This is an optimization exercise on Yosys and OpenROAD, whose aim is small area, a short achievable clock period and few clock cycles per item, not a production implementation. Only simulation tests tie the RTL to the original design; equivalence was not proved. No activity file was given, so power comes from the tool's default toggle rates.

## contact_pair_refcount_table
module contact_pair_refcount_table
(
  input  logic                  clk,
  input  logic                  rst_n,
  input  logic                  start,
  output logic                  busy,
  input  logic                  in_is_end,
  input  logic [cprt_pkg::ID_BITS-1:0]    in_body_a,
  input  logic [cprt_pkg::ID_BITS-1:0]    in_body_b,
  output logic                  out_strobe,
  output logic [1:0]            out_event_res,
  output logic [cprt_pkg::ID_BITS-1:0]    out_pair_low,
  output logic [cprt_pkg::ID_BITS-1:0]    out_pair_high,
  output logic [cprt_pkg::COUNT_BITS-1:0] out_live_count
);
Size in the first run: about 3,200 flip-flops, about 80 I/O pins.
clock: 5.0 ns
lec_check: 0
cap_margin: 20
core_margin: 2
core_utilization: 45
setup_slack_margin: 2.35
slew_margin: 20
standard.sh (not shown) runs the stock make flow with config.mk's settings and CLKGATE_MAP_FILE= SYNTH_SCRIPT=/design/flow/synth_recipe.tcl, a recipe that flattens the netlist after the stock synthesis.
==> flow/flow/run.sh <==
#!/bin/bash
# Own layout flow: the standard flow (standard.sh, unchanged synthesis)
# with two placement/CTS choices made through ORFS's own variables:
#  - ports are buffered with buf_4 instead of the default delay buffer
#  - CTS clusters up to 24 sinks and inserts no dummy loads
# Each tool's full output goes to ORFS's logs under orfs/logs; the make
# output goes to standard.log in the work folder.
set -euo pipefail
export BUFFER_PORTS_ARGS="-buffer_cell sky130_fd_sc_hd__buf_4"
export CTS_ARGS="-sink_clustering_enable -repair_clock_nets -sink_clustering_size 24 -sink_clustering_max_diameter 90 -dont_use_dummy_load"
bash standard.sh > standard.log 2>&1
Testbench counts at the start, summed over its fixed seeds: cycles 4,048, items 4,000.
Edit:
==> flow/run.sh (new file) <==
#!/bin/bash
# synth_recipe.tcl (not shown) runs the flow's synth.tcl, then flattens the netlist and writes it again
# the make line also repeats each setting of config.mk as NAME=value (left out here)
make -C /OpenROAD-flow-scripts/flow DESIGN_CONFIG=/design/flow/config.mk WORK_HOME=/design/flow/orfs CLKGATE_MAP_FILE= SYNTH_SCRIPT=/design/flow/synth_recipe.tcl finish
CAP_MARGIN = 10   (was 20)
CTS_CLUSTER_DIAMETER = 90   (was not set)
CTS_CLUSTER_SIZE = 24   (was not set)
SETUP_SLACK_MARGIN = 2.5   (was 2.35)
SLEW_MARGIN = 10   (was 20)
removed: flow/flow/run.sh
removed: flow/standard.sh
- design area is higher by about 2%
- die area does not change
- via count is higher by 1.2%
- fmax is higher by 6.9%
- wire length is higher by about 1.7%
- clock skew is lower by 0.045 ns
Edit:
CAP_MARGIN = 20   (was 10)
SLEW_MARGIN = 20   (was 10)
What happened: The new run passed the timing, DRC and antenna checks. Via count hardly moves. Wire length hardly moves. Total power decreases by 0.34%. Cell area stays flat. Hold slack barely changes. First-iteration DRC count rose by 0.74%.
Edit:
SETUP_SLACK_MARGIN = 2.65   (was 2.5)
Outcome:
- The new run passed the timing, DRC and antenna checks
- clock-buffer cell count is higher by 11
- via count grows by about 1.5%
- core utilization grows by 0.69 points
- final cell count is higher by about 1.3%
- non-clock buffer count increases by 160
- wire length rises by 2.9%
- final area came out higher by 1.4%
- worst setup slack loses 0.0051 ns

* * *

Starting RTL as in the previous note.
clock: 5.0 ns
lec_check: 0
cap_margin: 20
core_margin: 2
core_utilization: 45
setup_slack_margin: 2.5
slew_margin: 20
==> flow/flow/run.sh <==
#!/bin/bash
# Own layout flow: the standard flow (standard.sh, unchanged synthesis)
# with two placement/CTS choices made through ORFS's own variables:
#  - ports are buffered with buf_4 instead of the default delay buffer
#  - CTS clusters up to 24 sinks and inserts no dummy loads
# Each tool's full output goes to ORFS's logs under orfs/logs; the make
# output goes to standard.log in the work folder.
set -euo pipefail
export BUFFER_PORTS_ARGS="-buffer_cell sky130_fd_sc_hd__buf_4"
export CTS_ARGS="-sink_clustering_enable -repair_clock_nets -sink_clustering_size 24 -sink_clustering_max_diameter 90 -dont_use_dummy_load"
bash standard.sh > standard.log 2>&1
The starting point completed without violations.
Testbench counts at the start, summed over its fixed seeds: cycles 4,048, items 4,000.
Then changed:
==> flow/run.sh (new file) <==
#!/bin/bash
# synth_recipe.tcl (not shown) runs the flow's synth.tcl, then flattens the netlist and writes it again
# the make line also repeats each setting of config.mk as NAME=value (left out here)
make -C /OpenROAD-flow-scripts/flow DESIGN_CONFIG=/design/flow/config.mk WORK_HOME=/design/flow/orfs CLKGATE_MAP_FILE= SYNTH_SCRIPT=/design/flow/synth_recipe.tcl finish
--- a/flow/config.mk
+++ b/flow/config.mk
@@ -9,4 +9,6 @@
 export CORE_MARGIN = 2
 export CORE_UTILIZATION = 45
-export SETUP_SLACK_MARGIN = 2.5
+export CTS_CLUSTER_DIAMETER = 90
+export CTS_CLUSTER_SIZE = 24
+export SETUP_SLACK_MARGIN = 2.35
 export SLEW_MARGIN = 20
removed: flow/flow/run.sh
removed: flow/standard.sh
The new run finished with timing, DRC and antenna clean; routed wire length shrinks by a few percent; worst setup slack gets worse by 0.085 ns; combinational power falls by a little under a tenth; cell count increases slightly; non-clock buffer count fell by 14; die area does not change; area after synthesis stays the same.

[port drivers added, routing unchanged]
How much do the figures lean on ideal ports? The routed layouts below were timed once more, with nothing changed but the port constraints.
Step 1 (the two cells are an assumption about what drives the block):
set clk [get_ports {clk}]
set_driving_cell -lib_cell sky130_fd_sc_hd__clkbuf_16 $clk
set_driving_cell -lib_cell sky130_fd_sc_hd__buf_2 [delete_from_list [all_inputs] $clk]
Step 2 adds t to the input delays and takes it off the output delays; t is the mean of the earliest and latest rising clock arrival at the registers after step 1. Input paths then give back, and output paths get back, about the clock's delay inside the block.
a / b / c = ideal / step 1 / step 2; a / b = the first two.
run | t (ns) | setup WS [ns] | latest minus earliest clock arrival (ns) | worst slew at a driven data input, ns
the first run of note 1 | 0.972 | 2.246 / 2.246 / 1.669 | 0.139 / 0.138 | 0.13
the second run of note 1 | 0.956 | 2.424 / 2.424 / 2.029 | 0.090 / 0.090 | 0.07
the third run of note 1 | 0.974 | 2.416 / 2.416 / 2.000 | 0.081 / 0.081 | 0.07
the fourth run of note 1 | 0.982 | 2.411 / 2.411 / 2.051 | 0.060 / 0.059 | 0.03
the first run of note 2 | 0.963 | 2.345 / 2.345 / 1.695 | 0.111 / 0.110 | 0.21
the second run of note 2 | 0.980 | 2.259 / 2.259 / 2.065 | 0.083 / 0.084 | 0.04
After both steps every run listed still meets setup and hold. For the first run of note 2, which loses most, drivers alone change the setup slack by 0.000 ns; drivers and shift together by -0.650 ns.
